This is an optimization exercise on Yosys and OpenROAD, whose aim is small area, a short achievable clock period and few clock cycles per item, not a production implementation.
No functional check of the RTL was part of any run shown here.
Power and IR drop assume default switching activity.

===== flow/flow/run.sh =====
#!/bin/bash
# Standard ORFS layout (the standard.sh, synthesis unchanged), with plain
# buffers on the ports instead of the default delay-cell buffers, plus the
# settings in flow/extra.env. Each tool's full output goes to its own log
# here; ORFS's per-step logs are under orfs/logs/.
set -euo pipefail
export BUFFER_PORTS_ARGS="-buffer_cell sky130_fd_sc_hd__buf_1"
if [[ -f flow/extra.env ]]; then
  set -a
  source flow/extra.env
  set +a
fi
bash standard.sh synth > synth.log 2>&1
bash standard.sh finish > layout.log 2>&1

===== flow/standard.sh =====
#!/bin/bash
# synth_recipe.tcl (not shown) runs the flow's synth.tcl, then flattens the netlist and writes it again
# the make line also repeats each setting of config.mk as NAME=value (left out here)
make -C /OpenROAD-flow-scripts/flow DESIGN_CONFIG=/design/flow/config.mk WORK_HOME=/design/flow/orfs CLKGATE_MAP_FILE= SYNTH_SCRIPT=/design/flow/synth_recipe.tcl "${@:-finish}"

===== flow/config.mk =====
export PLATFORM = sky130hd
export DESIGN_NAME = vliwExecCore
export DESIGN_NICKNAME = vliwExecCore
export VERILOG_FILES = /design/flow/design.v
export SDC_FILE = /design/flow/constraint.sdc
export NUM_CORES = 4
export LEC_CHECK = 0
export CAP_MARGIN = 20
export CORE_MARGIN = 2
export CORE_UTILIZATION = 40
export CTS_BUF_LIST = sky130_fd_sc_hd__clkbuf_8 sky130_fd_sc_hd__clkbuf_16
export SETUP_SLACK_MARGIN = 1.2
export SLEW_MARGIN = 20

===== flow/constraint.sdc =====
create_clock -name core_clock -period 4.0 [get_ports {clock_i}]
set_input_delay 0.8000 -clock core_clock [delete_from_list [all_inputs] [get_ports {clock_i}]]
set_output_delay 0.8000 -clock core_clock [all_outputs]
set_load 0.01 [all_outputs]

===== flow/design.v =====
`default_nettype none
package isaPkg;
	localparam int DATA_W = 16;
	localparam int REG_ADDR_W = 5;
	localparam int OPCODE_W = 7;
	typedef enum logic [OPCODE_W-1:0] {
		OP_ADD = 7'd1,
		OP_SUB = 7'd2,
		OP_AND = 7'd3,
		OP_OR  = 7'd4,
		OP_XOR = 7'd5,
		OP_SHL = 7'd6,
		OP_SHR = 7'd7,
		OP_MOV = 7'd8
	} opcode_e;
	typedef logic [DATA_W-1:0] data_t;
	typedef logic [REG_ADDR_W-1:0] regAddr_t;
	typedef struct packed {
		logic overflow;
		logic underflow;
	} status_t;
endpackage
`default_nettype wire
`default_nettype none
package busPkg;
	localparam int BUNDLE_W = 90;
	localparam int COMMIT_W = 48;
	localparam int SLOT_W = 46;
	typedef struct packed {
		logic isWb;
		logic [7-1:0] opcode;
		logic [4:0] wbAddr;
		logic [15:0] pOperand;
		logic [15:0] sOperand;
	} laneOp_t;
	typedef struct packed {
		laneOp_t laneA;
		laneOp_t laneB;
	} bundle_t;
	typedef struct packed {
		logic [1:0] code;
		logic [4:0] wbAddr;
		logic [15:0] wbData;
	} slotHalf_t;
	typedef struct packed {
		slotHalf_t laneA;
		slotHalf_t laneB;
	} slot_t;
	typedef struct packed {
		logic wbValid;
		logic [4:0] wbAddr;
		logic [15:0] wbData;
		logic [1:0] status;
	} commitHalf_t;
	typedef struct packed {
		commitHalf_t laneA;
		commitHalf_t laneB;
	} commit_t;
endpackage
`default_nettype wire
`default_nettype none
module creditFifo #(
	parameter int DEPTH = 4,
	parameter int WIDTH = 1
) (
	input wire logic clock_i,
	input wire logic reset_i,
	input wire logic push_i,
	input wire logic [WIDTH-1:0] item_i,
	input wire logic pop_i,
	output logic [WIDTH-1:0] item_o
);
	localparam int PTR_W = (DEPTH > 1) ? $clog2(DEPTH) : 1;
	logic [WIDTH-1:0] mem [DEPTH];
	logic [PTR_W-1:0] rdPtr;
	logic [PTR_W-1:0] wrPtr;
	always_ff @(posedge clock_i)
	begin
		if (push_i)
		begin
			mem[wrPtr] <= item_i;
		end
	end
	assign item_o = mem[rdPtr];
	always_ff @(posedge clock_i)
	begin
		if (reset_i)
		begin
			rdPtr <= '0;
			wrPtr <= '0;
		end
		else
		begin
			if (push_i)
			begin
				wrPtr <= (wrPtr == PTR_W'(DEPTH - 1)) ? '0 : wrPtr + 1'b1;
			end
			if (pop_i)
			begin
				rdPtr <= (rdPtr == PTR_W'(DEPTH - 1)) ? '0 : rdPtr + 1'b1;
			end
		end
	end
endmodule
`default_nettype wire
`default_nettype none
module arithLane (
	input wire busPkg::laneOp_t op_i,
	input wire logic kill_i,
	output logic wbValid_o,
	output busPkg::slotHalf_t half_o
);
	logic [15:0] p;
	logic [15:0] s;
	logic isAdd, isSub, isAnd, isOr, isXor, isShl, isShr, isMov;
	logic legalOp;
	logic keep;
	logic [16:0] sumWide;
	logic [15:0] shOut;
	logic [15:0] shRev;
	assign p = op_i.pOperand;
	assign s = op_i.sOperand;
	assign isAdd = op_i.opcode == 7'd1;
	assign isSub = op_i.opcode == 7'd2;
	assign isAnd = op_i.opcode == 7'd3;
	assign isOr = op_i.opcode == 7'd4;
	assign isXor = op_i.opcode == 7'd5;
	assign isShl = op_i.opcode == 7'd6;
	assign isShr = op_i.opcode == 7'd7;
	assign isMov = op_i.opcode == 7'd8;
	assign legalOp = (op_i.opcode != 7'd0) && (op_i.opcode <= 7'd8);
	assign wbValid_o = op_i.isWb && legalOp;
	assign keep = wbValid_o && !kill_i;
	logic [15:0] xps;
	logic [16:0] carryAdd;
	logic [16:0] carrySub;
	logic [16:0] carry;
	assign xps = p ^ s;
	carryPrefix addCarries (
		.g_i({p & s & {16{!op_i.opcode[2]}}, 1'b0}),
		.t_i({xps, 1'b0}),
		.c_o(carryAdd)
	);
	carryPrefix subCarries (
		.g_i({p & ~s, 1'b1}),
		.t_i({~xps, 1'b0}),
		.c_o(carrySub)
	);
	assign carry = op_i.opcode[1] ? ~carrySub : carryAdd;
	assign sumWide = {carry[16], xps ^ carry[15:0]};
	always_comb
	begin
		logic [15:0] r;
		for (int i = 0; i < 16; i++)
		begin
			r[i] = op_i.opcode[0] ? p[i] : p[15-i];
		end
		r = s[3] ? {8'd0, r[15:8]} : r;
		r = s[2] ? {4'd0, r[15:4]} : r;
		r = s[1] ? {2'd0, r[15:2]} : r;
		r = s[0] ? {1'd0, r[15:1]} : r;
		shOut = r;
		for (int i = 0; i < 16; i++)
		begin
			shRev[i] = r[15-i];
		end
	end
	assign half_o.wbAddr = keep ? op_i.wbAddr : 5'd0;
	assign half_o.wbData = ({16{keep && (isAdd || isSub || isXor)}} & sumWide[15:0])
		| ({16{keep && isAnd}} & (p & s))
		| ({16{keep && isOr}} & (p | s))
		| ({16{keep && isMov}} & s)
		| ({16{keep && isShl}} & shRev)
		| ({16{keep && isShr}} & shOut);
	assign half_o.code[1] = keep && (isAdd || isSub) && sumWide[16];
	assign half_o.code[0] = keep && !(isAdd && sumWide[16]);
endmodule
module carryPrefix (
	input wire logic [16:0] g_i,
	input wire logic [16:0] t_i,
	output logic [16:0] c_o
);
	always_comb
	begin
		logic [16:0] g;
		logic [16:0] t;
		g = g_i;
		t = t_i;
		for (int l = 0; l < 5; l++)
		begin
			for (int i = 16; i >= 0; i--)
			begin
				if (((i >> l) & 1) == 1)
				begin
					g[i] = g[i] | (t[i] & g[((i >> l) << l) - 1]);
					t[i] = t[i] & t[((i >> l) << l) - 1];
				end
			end
		end
		c_o = g;
	end
endmodule
`default_nettype wire
`default_nettype none
module commitMerge (
	input wire busPkg::bundle_t bundle_i,
	output busPkg::slot_t slot_o
);
	logic wbA;
	logic wbB;
	logic sameDest;
	assign sameDest = wbA && wbB && (bundle_i.laneA.wbAddr == bundle_i.laneB.wbAddr);
	arithLane laneA (
		.op_i(bundle_i.laneA),
		.kill_i(sameDest),
		.wbValid_o(wbA),
		.half_o(slot_o.laneA)
	);
	arithLane laneB (
		.op_i(bundle_i.laneB),
		.kill_i(1'b0),
		.wbValid_o(wbB),
		.half_o(slot_o.laneB)
	);
endmodule
`default_nettype wire
`default_nettype none
module vliwExecCore #(
	parameter int BUNDLE_DEPTH = 4,
	parameter int COMMIT_CREDITS = 2
) (
	input wire logic clock_i,
	input wire logic reset_i,
	input wire logic bundleValid_i,
	input wire busPkg::bundle_t bundle_i,
	output wire logic bundleCredit_o,
	input wire logic commitCredit_i,
	output wire logic commitValid_o,
	output wire busPkg::commit_t commit_o
);
	localparam int CNT_W = $clog2(BUNDLE_DEPTH + 1);
	localparam int CREDIT_W = $clog2(COMMIT_CREDITS + 1);
	busPkg::slot_t newSlot;
	busPkg::slot_t headSlot;
	logic [CNT_W-1:0] count;
	logic [CNT_W-1:0] countNext;
	logic [CREDIT_W-1:0] credits;
	logic [CREDIT_W-1:0] creditsAvail;
	logic commitValid;
	logic commitNext;
	logic bundleCredit;
	commitMerge merger (
		.bundle_i(bundle_i),
		.slot_o(newSlot)
	);
	creditFifo #(
		.DEPTH(BUNDLE_DEPTH),
		.WIDTH(busPkg::SLOT_W)
	) recordQueue (
		.clock_i(clock_i),
		.reset_i(reset_i),
		.push_i(bundleValid_i),
		.item_i(newSlot),
		.pop_i(commitValid),
		.item_o(headSlot)
	);
	assign countNext = count - CNT_W'(commitValid) + CNT_W'(bundleValid_i);
	assign creditsAvail = credits + CREDIT_W'(commitCredit_i);
	assign commitNext = (creditsAvail != '0) && (countNext != '0);
	always_ff @(posedge clock_i)
	begin
		if (reset_i)
		begin
			count <= '0;
			credits <= CREDIT_W'(COMMIT_CREDITS);
			commitValid <= 1'b0;
			bundleCredit <= 1'b0;
		end
		else
		begin
			count <= countNext;
			credits <= creditsAvail - CREDIT_W'(commitNext);
			commitValid <= commitNext;
			bundleCredit <= commitNext;
		end
	end
	assign commitValid_o = commitValid;
	assign bundleCredit_o = bundleCredit;
	assign commit_o.laneA.wbValid = |headSlot.laneA.code;
	assign commit_o.laneA.wbAddr = headSlot.laneA.wbAddr;
	assign commit_o.laneA.wbData = headSlot.laneA.wbData;
	assign commit_o.laneA.status = {headSlot.laneA.code[1] & ~headSlot.laneA.code[0],
		headSlot.laneA.code[1] & headSlot.laneA.code[0]};
	assign commit_o.laneB.wbValid = |headSlot.laneB.code;
	assign commit_o.laneB.wbAddr = headSlot.laneB.wbAddr;
	assign commit_o.laneB.wbData = headSlot.laneB.wbData;
	assign commit_o.laneB.status = {headSlot.laneB.code[1] & ~headSlot.laneB.code[0],
		headSlot.laneB.code[1] & headSlot.laneB.code[0]};
endmodule
`default_nettype wire

==> summary.txt, run 1 <==
Pwr
  – Pwr Total: 6300 uW
  – Pleak: 0.00653 uW
  – Maximum VDD drop: 0.365 mV
  – Power density over the cells: 366 mW/mm^2

Global routing
  – Global route total overflow: 0
  – Initial antenna violation count: 1
  – Number of global-route vias before repair: 10600
  – Largest net degree at the start of global routing: 43
  – First-pass GRT wire length: 62.6 mm
  – Total track usage: 22.9%

Routing
  – Final WL: 41.8 mm
  – Iter 0 DRT Violations: 1303
  – Antenna-violating nets left: 0
  – Vias per cell: 5.93
  – Drt pass-1 iters: 9
  – Vias: 11200
  – Drt wl/cell: 22.2 um
  – Remaining DRCs: 0

Synthesis
  – Main synth FF type: edfxtp_1
  – Yosys Warn Count: 4
  – EDFF count, synth: 184
  – Post-Syn Nets: 1415
  – FFs w/ async S/R, synth: 0%
  – Register area share after synthesis: 42.6%
  – Yosys cell types: 72
  – Syn Inst Count: 1215
  – Synth Register Bits: 196
  – Post-Syn Area: 0.0135 mm^2
  – Synth Area per Inst: 11.1 um^2

Layout
  – NumNets Final: 1624
  – Finished Layout Cells: 1886
  – Area grow syn2layout: 27.1%
  – Layout cells sized above 1: 30.7%

STA
  – Crit path time final: 2.99 ns
  – Final setup margin: 1.01 ns
  – Headroom to the max-slew limit: 50.6%
  – Fin. Hold Viols: 0
  – Slew Viols, Final: 0
  – Period utilization: 74.7%
  – Tightest Pin Transition: 0.733 ns
  – Setup TNS: 0 ns
  – Unrepaired setup endpoints after global routing: true
  – Final setup viols: 0
  – Fmax: 334 MHz
  – Worst Skew: 0.0125 ns
  – Hold_ws: 0.530 ns

Clocking
  – Worst-path clk slew: 0.08 ns
  – Num CTS Buffers: 17
  – Clk sink count: 196
  – CTS tree: done
  – CTS root buffer: clkbuf_16
  – Hold Buf Count CTS: 0
  – Worst skew pair latency: 0.42 ns
  – CTS H-Tree Depth: 4
  – Clock Tree Buf Depth: 2

Setup path
  – Arrival time worst endpoint: 3.14 ns
  – CP max stage cell: mux4_2
  – Cell Chain, Critical Path: buf_1 -> mux4_2 -> a221oi_2 -> mux2i_1 -> a21o_1 -> a222oi_1 -> o221ai_1 -> or3_4
  – Crit path capture type: register
  – Largest fanout on the critical path: 6
  – Slowest cell delay on critical path: 0.56 ns
  – Data required, critical path: 4.15 ns
  – CP Launch Type: input port
  – Critical setup path kind: in -> reg

Place
  – Dpl cells: 1794
  – Pre-CTS WS: 0.151 ns
  – DP HPWL: 30.0 mm
  – Port bufs: 143
  – Final Wtd Congestion: 0.985

Floorplan
  – DIE WIDTH: 188 um
  – Core area: 0.0334 mm^2
  – Initial Utilization: 40.5%
  – # rows: 67
  – Die height: 188 um
  – Die area: 0.0353 mm^2
  – I/O pin cnt: 144

Outcome
  – Status: no timing/DRC/antenna violations

Min path
  – Hold Path Class: reg -> reg

Flow run
  – Max cap viols: 0
routing by layer:
metal	track usage [%]	vias to the layer above	routed length, um
li1	-	5084	-
met1	32.6	5493	18700
met5	0	-	0
met3	3.61	79	2890
met2	36.1	529	19200
met4	6.78	0	1040
power by group:
group | switching (uW) | internal (uW)
clock network | 821 | 980
registers | 82.0 | 2340
logic | 1130 | 953
cells by family after synthesis:
logic type      Yosys count  share of synthesized area (%)
buf+inv                 167                           4.85
xor+xnor                 36                           2.33
simple gates            280                           10.1
mux                     108                           14.2
fa+ha+maj               106                           9.86
compound gates          322                           16.1
flops                   196                           42.6
final timing paths:
path / from / end / slack (ns) / cells after the start
worst max-delay path: bundle_i[61] / recordQueue.mem[0][38] / 1.01 / 8
worst min-delay path: recordQueue.rdPtr[1] / register / 0.53 / 2
worst max register to register: bundleCredit / credits[1] / 1.66 / 11
worst min register to register: recordQueue.rdPtr[1] / register / 0.53 / 2
critical path, delay by kind of cell:
kind / cells / cell delay, ns
compound gates: 4 / 1.01
mux: 2 / 0.67
simple gates: 1 / 0.44
buf+inv: 1 / 0.22
layout make-up:
| cell class | count | area (um^2) |
|---|---|---|
| inverter | 94 | 387 |
| timing repair buffer | 263 | 1840 |
| clock inverter | 15 | 226 |
| antenna | 1 | 2.50 |
| sequential | 196 | 5770 |
| fill | 2928 | 16200 |
| multi-input combinational | 852 | 7990 |
| tap | 448 | 561 |
| clock buffer | 17 | 425 |
synth_stat cells, drive strengths merged, types with 4 or more instances:
cell type    n  area, um^2
a211o        6        52.6
nand2       73         274
mux2        14         158
xor2        11        96.3
nor3        27         135
buf         20         105
nand3       13        65.1
or2          8        50.1
edfxtp     184        5530
inv         91         342
a22oi       21         158
clkbuf      53         199
a31o         5        43.8
o211ai      12        90.1
a31oi       10        62.6
a211oi      10        75.1
or3          9        56.3
a21o         6        45.0
xnor2       25         219
nand2b       9        56.3
o22ai       14        87.6
a222oi      11         110
o21ai       68         340
nor2        80         303
ha         105        1310
nor2b        9        56.3
o31ai        6        45.0
o21bai       8        60.1
a21oi       75         375
o2111ai      8        70.1
a221oi      18         158
nand4        4        25.0
o221ai       7        61.3
and3         5        31.3
dfxtp       12         240
and2        18         113
mux4        66        1490
nor4b        4        35.0
mux2i       28         280
o21a         6        45.0
nor4         6        43.8
nand3b       6        45.0
cells in the final DEF, fill, tap and decap left out, types with 9 or more instances in the layout:
cell type	n
edfxtp_1	184
buf_1	103
buf_4	95
ha_1	80
inv_1	75
nand2_1	71
nor2_1	67
mux4_2	66
a21oi_1	61
o21ai_0	51
mux2i_1	27
xnor2_1	25
nor3_1	22
buf_6	22
a22oi_1	18
ha_4	18
clkbuf_16	18
and2_1	14
mux2_2	14
buf_2	14
a21oi_2	13
o211ai_1	12
xor2_1	11
a222oi_1	11
inv_2	10
dfxtp_1	10
nand2b_1	9
a221oi_2	9
nor2_4	9
nand3_1	9
a221oi_1	9
clkbuf_2	9
what timing repair did:
action,in CTS,in global routing
pin swaps,31,51
setup endpoints to repair,177,128
gates resized for setup,135,122
buffers inserted,26,30
gates cloned,2,1
hold endpoints to repair,0,0
flip-flops by register name (all words and copies together) (netlist names), named ones only:
| name | flops |
|---|---|
| recordQueue.mem | 184 |
| recordQueue.wrPtr | 2 |
| credits | 2 |
| count | 3 |
| bundleCredit | 1 |
| recordQueue.rdPtr | 2 |
through the flow:
step                area [um^2]  util (%)
finish                    17200      51.4
detailed placement        15100      45.1
CTS                       16500      49.3
floorplan                 13900         -
global placement          15100      45.1
global route              17200      51.4
==> run 2: changes to the inputs <==
--- a/flow/design.v
+++ b/flow/design.v
@@ -73,6 +73,6 @@
 	localparam int PTR_W = (DEPTH > 1) ? $clog2(DEPTH) : 1;
 	logic [WIDTH-1:0] mem [DEPTH];
-	logic [PTR_W-1:0] rdPtr;
 	logic [PTR_W-1:0] wrPtr;
+	logic [DEPTH-1:0] rdHot;
 	always_ff @(posedge clock_i)
 	begin
@@ -82,11 +82,18 @@
 		end
 	end
-	assign item_o = mem[rdPtr];
+	always_comb
+	begin
+		item_o = '0;
+		for (int k = 0; k < DEPTH; k++)
+		begin
+			item_o = item_o | (mem[k] & {WIDTH{rdHot[k]}});
+		end
+	end
 	always_ff @(posedge clock_i)
 	begin
 		if (reset_i)
 		begin
-			rdPtr <= '0;
 			wrPtr <= '0;
+			rdHot <= DEPTH'(1);
 		end
 		else
@@ -98,5 +105,5 @@
 			if (pop_i)
 			begin
-				rdPtr <= (rdPtr == PTR_W'(DEPTH - 1)) ? '0 : rdPtr + 1'b1;
+				rdHot <= {rdHot[DEPTH-2:0], rdHot[DEPTH-1]};
 			end
 		end
@@ -116,4 +123,5 @@
 	logic legalOp;
 	logic keep;
+	logic [15:0] sx;
 	logic [16:0] sumWide;
 	logic [15:0] shOut;
@@ -132,21 +140,32 @@
 	assign wbValid_o = op_i.isWb && legalOp;
 	assign keep = wbValid_o && !kill_i;
-	logic [15:0] xps;
-	logic [16:0] carryAdd;
-	logic [16:0] carrySub;
-	logic [16:0] carry;
-	assign xps = p ^ s;
-	carryPrefix addCarries (
-		.g_i({p & s & {16{!op_i.opcode[2]}}, 1'b0}),
-		.t_i({xps, 1'b0}),
-		.c_o(carryAdd)
-	);
-	carryPrefix subCarries (
-		.g_i({p & ~s, 1'b1}),
-		.t_i({~xps, 1'b0}),
-		.c_o(carrySub)
-	);
-	assign carry = op_i.opcode[1] ? ~carrySub : carryAdd;
-	assign sumWide = {carry[16], xps ^ carry[15:0]};
+	assign sx[7:0] = op_i.opcode[1] ? ~s[7:0] : s[7:0];
+	assign sx[15:8] = op_i.opcode[0] ? s[15:8] : ~s[15:8];
+	always_comb
+	begin
+		logic cin;
+		logic [15:0] g;
+		logic [15:0] t;
+		logic [15:0] gPrev;
+		logic [15:0] tPrev;
+		cin = op_i.opcode[1] && !op_i.opcode[2];
+		g = p & sx & {16{!op_i.opcode[2]}};
+		t = p ^ sx;
+		g[0] = g[0] | (t[0] & cin);
+		for (int l = 0; l < 4; l++)
+		begin
+			gPrev = g;
+			tPrev = t;
+			for (int i = 0; i < 16; i++)
+			begin
+				if (i >= (1 << l))
+				begin
+					g[i] = gPrev[i] | (tPrev[i] & gPrev[i - (1 << l)]);
+					t[i] = tPrev[i] & tPrev[i - (1 << l)];
+				end
+			end
+		end
+		sumWide = {g[15], p ^ sx ^ {g[14:0], cin}};
+	end
 	always_comb
 	begin
@@ -173,31 +192,6 @@
 		| ({16{keep && isShl}} & shRev)
 		| ({16{keep && isShr}} & shOut);
-	assign half_o.code[1] = keep && (isAdd || isSub) && sumWide[16];
+	assign half_o.code[1] = keep && (isAdd || isSub) && (sumWide[16] ^ op_i.opcode[1]);
 	assign half_o.code[0] = keep && !(isAdd && sumWide[16]);
-endmodule
-module carryPrefix (
-	input wire logic [16:0] g_i,
-	input wire logic [16:0] t_i,
-	output logic [16:0] c_o
-);
-	always_comb
-	begin
-		logic [16:0] g;
-		logic [16:0] t;
-		g = g_i;
-		t = t_i;
-		for (int l = 0; l < 5; l++)
-		begin
-			for (int i = 16; i >= 0; i--)
-			begin
-				if (((i >> l) & 1) == 1)
-				begin
-					g[i] = g[i] | (t[i] & g[((i >> l) << l) - 1]);
-					t[i] = t[i] & t[((i >> l) << l) - 1];
-				end
-			end
-		end
-		c_o = g;
-	end
 endmodule
 `default_nettype wire
--- a/flow/config.mk
+++ b/flow/config.mk
@@ -9,5 +9,5 @@
 export CORE_MARGIN = 2
 export CORE_UTILIZATION = 40
-export CTS_BUF_LIST = sky130_fd_sc_hd__clkbuf_8 sky130_fd_sc_hd__clkbuf_16
-export SETUP_SLACK_MARGIN = 1.2
+export CTS_BUF_LIST = sky130_fd_sc_hd__clkbuf_4 sky130_fd_sc_hd__clkbuf_8
+export SETUP_SLACK_MARGIN = 1.0
 export SLEW_MARGIN = 20
==> run 2 against run 1 <==
  * Critical path type unchanged
  * Clock skew hardly changed
  * Register-to-register slack worse by 0.13 ns
  * Largest cell class unchanged
  * Highest routed layer unchanged
  * Die area is 7.5% lower
  * Final cell count is 7.7% lower
  * Worst setup slack worse by 0.055 ns
  * First-iteration DRC count is 1.2% higher
==> summary.txt, run 2 <==
Clocking
  – Worst skew pair latency: 0.45 ns
  – CTS tree: done
  – CTS H-Tree Depth: 4
  – Clk sink count: 196
  – Num CTS Buffers: 17
  – Worst-path clk slew: 0.11 ns
  – Clock Tree Buf Depth: 2
  – Hold Buf Count CTS: 0
  – CTS root buffer: clkbuf_8

Synthesis
  – Synth Area per Inst: 10.6 um^2
  – EDFF count, synth: 184
  – Post-Syn Nets: 1322
  – Count leader, synth: edfxtp_1
  – Largest area contributor in the synthesized netlist: edfxtp_1
  – Main synth FF type: edfxtp_1
  – Register area share after synthesis: 46.1%
  – Post-synth top area share: 44.2%
  – Synth Register Bits: 196
  – Yosys cell types: 66
  – Commonest cells post-synth: 184 x edfxtp_1, 143 x nand2_1, 87 x a22oi_1, 78 x nor2_1, 56 x a21oi_1
  – Ranking of synthesized cells by area: edfxtp_1 44%, a22oi_1 5.2%, ha_1 4.4%
  – Yosys Warn Count: 3
  – Post-Syn Area: 0.0125 mm^2
  – FFs w/ async S/R, synth: 0%
  – Syn Inst Count: 1183

Routing
  – Drt wl/cell: 21.9 um
  – Drt pass-1 iters: 8
  – Vias: 10500
  – Final WL: 38.0 mm
  – Vias per cell: 6.06
  – Iter 0 DRT Violations: 1318
  – Antenna-violating nets left: 0
  – Remaining DRCs: 0

Floorplan
  – # rows: 64
  – DIE WIDTH: 181 um
  – I/O pin cnt: 144
  – Die area: 0.0327 mm^2
  – Core area: 0.0307 mm^2
  – Initial Utilization: 40.7%
  – Die height: 181 um

STA
  – Crit path time final: 3.04 ns
  – Setup TNS: 0 ns
  – Unrepaired setup endpoints after global routing: true
  – Tightest Pin Transition: 0.745 ns
  – Fmax: 328 MHz
  – Fin. Hold Viols: 0
  – Headroom to the max-slew limit: 50.0%
  – Worst Skew: 0.0129 ns
  – Period utilization: 76.1%
  – Slew Viols, Final: 0
  – Final setup viols: 0

Global routing
  – First-pass GRT wire length: 58.3 mm
  – Largest net degree at the start of global routing: 38
  – Total track usage: 22.7%
  – Initial antenna violation count: 2
  – Number of global-route vias before repair: 9847
  – Global route total overflow: 0

Pwr
  – Power density over the cells: 386 mW/mm^2
  – Pleak: 0.00510 uW
  – Gate power share: 32.8%
  – Register share of total power: 44.4%
  – Switching power share of the total: 36.5%
  – Clk pwr share: 22.7%
  – Maximum VDD drop: 0.285 mV
  – Internal power: 3570 uW
  – Switch Pwr: 2060 uW

Layout
  – Max FFs per register: 184
  – Top Registers: recordQueue.mem x184, recordQueue.rdHot x4, count x3
  – NumNets Final: 1468
  – Cell area after layout: 0.0146 mm^2
  – Largest Register: recordQueue.mem
  – Most common cell after layout, fill and taps aside: edfxtp_1
  – Area grow syn2layout: 16.7%
  – Layout cells sized above 1: 16.7%
  – Leading cell types in the layout, fill and taps excluded: 184 x edfxtp_1, 142 x nand2_1, 134 x buf_1, 87 x a22oi_1, 77 x nor2_1

Setup path
  – Critical setup path kind: in -> reg
  – Data required, critical path: 4.18 ns
  – CP top delay family: compound AO/OA/AOI/OAI gates
  – Flop2flop setup slack: 1.53 ns
  – Largest fanout on the critical path: 4
  – CP Launch Type: input port
  – Buf/Inv on CP: 2
  – Worst R2R End: credits[1]
  – CP max stage cell: o221ai_1
  – R2r startpoint: bundleCredit
  – CP most frequent cell: xor2_1
  – Crit path capture type: register
  – Reg2Reg Depth: 11
  – Slowest cell delay on critical path: 0.49 ns
  – Cell Chain, Critical Path: buf_8 -> xor2_1 -> ha_1 -> ha_2 -> or2_4 -> ha_4 -> o211ai_1 -> buf_4 -> o22ai_1 -> a32oi_1 -> xor2_1 -> o221ai_1
  – Arrival time worst endpoint: 3.23 ns

Place
  – DP HPWL: 27.7 mm
  – Final Wtd Congestion: 0.960
  – Placed Instance Area: 0.0138 mm^2
  – Port bufs: 143

Min path
  – WHS Endpoint: count[2]
  – Hold Path Class: reg -> reg
  – Worst hold start: count[2]
  – Hold path cells: 2

Outcome
  – Status: no timing/DRC/antenna violations

Flow run
  – Max cap viols: 0
[run 2: changes by cell type in the layout (fill, tap and decap cells not counted), sizes merged, moves of 37 or more]
cell	delta
inv	-59
o21ai	-37
nand2	+70
a22oi	+66
ha	-61
mux4	-42
buf	-44
[run 2: cell type report]
type                            count  area (um^2)
Inverter                           33          124
Antenna cell                        2         5.00
Timing Repair Buffer              210         1130
Tap cell                          396          495
Clock buffer                       17          234
Fill cell                        2891        16100
Sequential cell                   196         5780
Clock inverter                     15          196
Multi-Input combinational cell    871         6620
[run 2: kinds of logic (layout without fill, tap and decap cells)]
kind of cell	after synthesis	in the layout	share of synthesized area, %
flops	196	196	46.1
mux	76	76	8.67
other cells	0	2	0
simple gates	338	338	12.4
xor+xnor	65	65	4.56
compound gates	347	347	20.0
buf+inv	116	275	3.66
fa+ha+maj	45	45	4.57
[run 2: layer usage]
metal,up-vias,wire [um],GRT usage (%)
met1,5160,16900,33.2
met3,54,3000,3.16
met2,464,17300,35.3
li1,4871,-,-
met4,0,924,6.61
met5,-,0,0
[run 2: what timing repair did]
action / in CTS / in global routing
setup buffers: 1 / 22
gates resized for setup: 16 / 47
pin swaps: 7 / 30
endpoints found under the setup margin: 90 / 130
hold endpoints to repair: 0 / 0
[run 2: power groups by stage]
| stage | Clock, uW | Combinational, uW | Sequential, uW |
|---|---|---|---|
| 6_report | 1280 | 1850 | 2500 |
| 5_1_grt | 1380 | 2030 | 2520 |
| 4_1_cts | 1300 | 1820 | 2510 |
| 3_5_place_dp | 0 | 1800 | 2550 |
| 3_3_place_gp | 0 | 1790 | 2550 |
| 2_1_floorplan | 0 | 1280 | 2440 |
[run 2: worst max-delay path by stage]
stage / from / endpoint / depth (start not counted)
2_1_floorplan: bundle_i[0] / recordQueue.mem[0][14] / 14
3_3_place_gp: bundle_i[0] / recordQueue.mem[2][12] / 11
3_5_place_dp: bundle_i[0] / recordQueue.mem[1][12] / 11
4_1_cts: bundle_i[38] / recordQueue.mem[1][4] / 13
5_1_grt: bundle_i[0] / recordQueue.mem[2][14] / 13
6_report: bundle_i[0] / recordQueue.mem[2][8] / 12
[run 2: per-stage QoR]
| stage | setup WS (ns) | utilization [%] | cells | hold WS (ns) | power (uW) |
|---|---|---|---|---|---|
| finish | 0.955 | 47.5 | 1740 | 0.534 | 5630 |
| global route | 0.866 | 47.5 | 1739 | 0.604 | 5930 |
| CTS | 0.978 | 46.4 | 1716 | 0.536 | 5630 |
| detailed placement | 0.338 | 44.8 | 1683 | 0.508 | 4350 |
| global placement | 0.391 | 44.8 | 1683 | 0.500 | 4340 |
| floorplan | 0.448 | - | 1183 | 0.481 | 3720 |
[run 2: tightest hold or removal path, stage by stage (launching register included)]
cell and delay (ns):
dfxtp_1 0.34, xnor2_1 0.09, nor2_1 0.08
==> run 3: changes to the inputs <==
--- a/flow/config.mk
+++ b/flow/config.mk
@@ -10,4 +10,4 @@
 export CORE_UTILIZATION = 40
 export CTS_BUF_LIST = sky130_fd_sc_hd__clkbuf_4 sky130_fd_sc_hd__clkbuf_8
-export SETUP_SLACK_MARGIN = 1.0
+export SETUP_SLACK_MARGIN = 1.2
 export SLEW_MARGIN = 20
==> run 3 against run 2 <==
  * Still clean on timing, DRC and antenna
  * Sequential share of layout area shrank 1.3 points
  * Non-clock buffer count grew 26
  * Clock skew down 0.0032 ns
  * Final cell count is 1.6% higher
  * Synthesized cell count is the same
  * Fmax up 0.65%
  * Synthesized area is the same
  * Die area stayed put
  * Clock power barely moved
  * Critical endpoint is now recordQueue.mem[3][8]
  * Largest power group unchanged
==> summary.txt, run 3 <==
Routing
  – Drt wl/cell: 21.7 um
  – Final WL: 38.3 mm
  – Antenna-violating nets left: 0
  – Remaining DRCs: 0
  – Vias: 10800
  – Drt pass-1 iters: 9
  – Iter 0 DRT Violations: 1229
  – Vias per cell: 6.11

Place
  – Final Wtd Congestion: 0.956
  – Port bufs: 143
  – DP HPWL: 27.0 mm
  – Placed Instance Area: 0.0138 mm^2

Synthesis
  – Ranking of synthesized cells by area: edfxtp_1 44%, a22oi_1 5.2%, ha_1 4.4%
  – Adder-Cell Fraction of Synth Area: 4.57%
  – Post-synthesis xor/xnor area fraction: 4.56%
  – Mux share of post-synthesis cell area: 8.67%
  – Commonest cells post-synth: 184 x edfxtp_1, 143 x nand2_1, 87 x a22oi_1, 78 x nor2_1, 56 x a21oi_1
  – Register area share after synthesis: 46.1%
  – Post-synth top area share: 44.2%
  – Largest family of logic cells by synthesized area: compound AO/OA/AOI/OAI gates
  – Largest area contributor in the synthesized netlist: edfxtp_1
  – Synth Register Bits: 196
  – Synth Area in Compound Gates: 20.0%
  – Count leader, synth: edfxtp_1
  – Yosys cell types: 66
  – Post-Syn Nets: 1322
  – Yosys Warn Count: 3
  – Post-Syn Area: 0.0125 mm^2
  – EDFF count, synth: 184
  – Post-Synth Simple-Gate Area: 12.4%
  – Syn Inst Count: 1183
  – Main synth FF type: edfxtp_1
  – Synth Area per Inst: 10.6 um^2
  – FFs w/ async S/R, synth: 0%

Layout
  – Layout cells sized above 1: 21.5%
  – Cell area after layout: 0.0151 mm^2
  – Most common cell after layout, fill and taps aside: edfxtp_1
  – Max FFs per register: 184
  – Top Registers: recordQueue.mem x184, recordQueue.rdHot x4, count x3
  – Largest Register: recordQueue.mem
  – NumNets Final: 1496
  – Area grow syn2layout: 20.6%
  – Leading cell types in the layout, fill and taps excluded: 184 x edfxtp_1, 142 x nand2_1, 131 x buf_1, 86 x a22oi_1, 80 x buf_4

Clocking
  – CTS root buffer: clkbuf_8
  – Clock Tree Buf Depth: 2
  – Worst skew pair latency: 0.43 ns
  – Num CTS Buffers: 17
  – CTS H-Tree Depth: 4
  – Worst-path clk slew: 0.10 ns
  – CTS tree: done
  – Clk sink count: 196
  – Hold Buf Count CTS: 0

STA
  – Headroom to the max-slew limit: 53.6%
  – Fin. Hold Viols: 0
  – Crit path time final: 3.03 ns
  – Worst Skew: 0.00972 ns
  – Tightest Pin Transition: 0.696 ns
  – Fmax: 331 MHz
  – Unrepaired setup endpoints after global routing: true
  – Hold_ws: 0.529 ns
  – Slew Viols, Final: 0
  – Period utilization: 75.6%
  – Final setup viols: 0
  – Setup TNS: 0 ns

Setup path
  – Flop2flop setup slack: 1.57 ns
  – R2r startpoint: bundleCredit
  – CP top delay family: compound AO/OA/AOI/OAI gates
  – Cell Chain, Critical Path: buf_8 -> xor2_1 -> ha_1 -> ha_2 -> or2_4 -> ha_4 -> o211ai_1 -> buf_4 -> o22ai_1 -> a32oi_1 -> xor2_1 -> o221ai_2
  – Buf/Inv on CP: 2
  – CP Launch Type: input port
  – Crit path launch: bundle_i[0]
  – Worst R2R End: credits[1]
  – Data required, critical path: 4.14 ns
  – Largest fanout on the critical path: 4
  – Slowest cell delay on critical path: 0.28 ns
  – Crit path capture type: register
  – Levels on crit path: 12
  – Critical setup path kind: in -> reg
  – Arrival time worst endpoint: 3.16 ns
  – CP most frequent cell: xor2_1
  – Reg2Reg Depth: 11
  – CP max stage cell: ha_1

Min path
  – Worst hold start: count[2]
  – WHS Endpoint: count[2]
  – Hold path cells: 2
  – Hold Path Class: reg -> reg

Global routing
  – Largest net degree at the start of global routing: 47
  – Total track usage: 22.8%
  – Initial antenna violation count: 1
  – Number of global-route vias before repair: 10000
  – Global route total overflow: 0
  – First-pass GRT wire length: 58.5 mm

Floorplan
  – Core area: 0.0307 mm^2
  – DIE WIDTH: 181 um
  – Die area: 0.0327 mm^2
  – # rows: 64
  – I/O pin cnt: 144
  – Die height: 181 um
  – Initial Utilization: 40.7%

Outcome
  – Status: no timing/DRC/antenna violations

Pwr
  – Pleak: 0.00534 uW
  – Power density over the cells: 374 mW/mm^2
  – Maximum VDD drop: 0.205 mV

Flow run
  – Max cap viols: 0
==> run 3: routing by layer <==
| layer | GRT usage (%) | routed length (um) |
|---|---|---|
| met1 | 33.2 | 16800 |
| met2 | 35.9 | 17600 |
| met3 | 3.47 | 3270 |
| met4 | 5.19 | 699 |
| met5 | 0 | 0 |
==> run 3: kinds of logic (layout without fill, tap and decap cells) <==
logic type	Yosys count	count (layout)
buffers and inverters	116	301
DFF	196	196
muxes	76	76
AOI/OAI and AO/OA	347	347
and+or+nand+nor	338	340
xor gates and xnor gates	65	65
other	0	1
adders and majority gates	45	45
==> run 3: area by class of cell <==
type                            instances  area (um^2)
Antenna cell                            1         2.50
Sequential cell                       196         5780
Fill cell                            2825        15600
Clock buffer                           17          234
Tap cell                              396          495
Inverter                               33          128
Timing Repair Buffer                  236         1390
Multi-Input combinational cell        873         6880
Clock inverter                         15          170
==> run 3: repair_timing <==
item	CTS	global route
setup buffers	34	10
gates resized for setup	75	37
setup endpoints to repair	151	135
gates cloned	2	0
pin swaps	48	48
==> run 3: per-stage QoR <==
stage	util (%)	total power, uW	instances	setup slack (ns)
floorplan	-	3720	1183	0.448
global placement	45.1	4320	1688	0.315
detailed placement	45.1	4330	1688	0.285
CTS	48.4	5650	1756	1.04
global route	49.2	5970	1767	0.911
finish	49.2	5640	1767	0.975
==> run 3: power breakdown <==
group	total, uW	leakage, uW	switching (uW)	internal (uW)
sequential	2510	0.00167	149	2360
clock	1250	0.000202	677	575
combinational	1880	0.00346	1130	751
total	5640	0.00534	1960	3680
==> run 3: worst max-delay path by stage <==
| stage | endpoint | slack (ns) |
|---|---|---|
| 4_1_cts | recordQueue.mem[3][14] | 1.04 |
| 2_1_floorplan | recordQueue.mem[0][14] | 0.45 |
| 3_3_place_gp | recordQueue.mem[1][7] | 0.32 |
| 6_report | recordQueue.mem[3][8] | 0.97 |
| 5_1_grt | recordQueue.mem[0][4] | 0.91 |
| 3_5_place_dp | recordQueue.mem[2][7] | 0.29 |
==> run 3: tightest hold or removal path: cells and delay by family, from the launching register on <==
kind             cells  cell delay (ns)
XOR/XNOR             1             0.08
flip-flops           1             0.33
AND/OR/NAND/NOR      1             0.08

## afterwards: timing with drivers on the ports
The flow's constraints put no driver on any port. The routed layouts listed below were extracted and timed again, unchanged, in two steps.
Step 1 assumes that a clkbuf_16 drives the clock port and a buf_2 every other input.
Step 2 also shifts input and output timing later by t, the mid clock arrival at the registers, as if the neighbouring blocks saw the same clock.
a / b / c = ideal / step 1 / step 2; a / b = the first two.
| run | t (ns) | setup slack, ns | hold slack, ns | worst data-port slew with drivers (ns) |
|---|---|---|---|---|
| run 1 | 0.462 | 1.010 / 1.031 / 0.569 | 0.530 / 0.530 / 0.530 | 0.07 |
| run 2 | 0.484 | 0.955 / 0.942 / 0.457 | 0.534 / 0.534 / 0.534 | 0.09 |
| run 3 | 0.469 | 0.975 / 0.962 / 0.494 | 0.529 / 0.529 / 0.529 | 0.10 |
After both steps setup and hold are still met in every run listed. For run 2, which loses most, drivers alone change the setup slack by -0.013 ns; drivers and shift together by -0.498 ns.
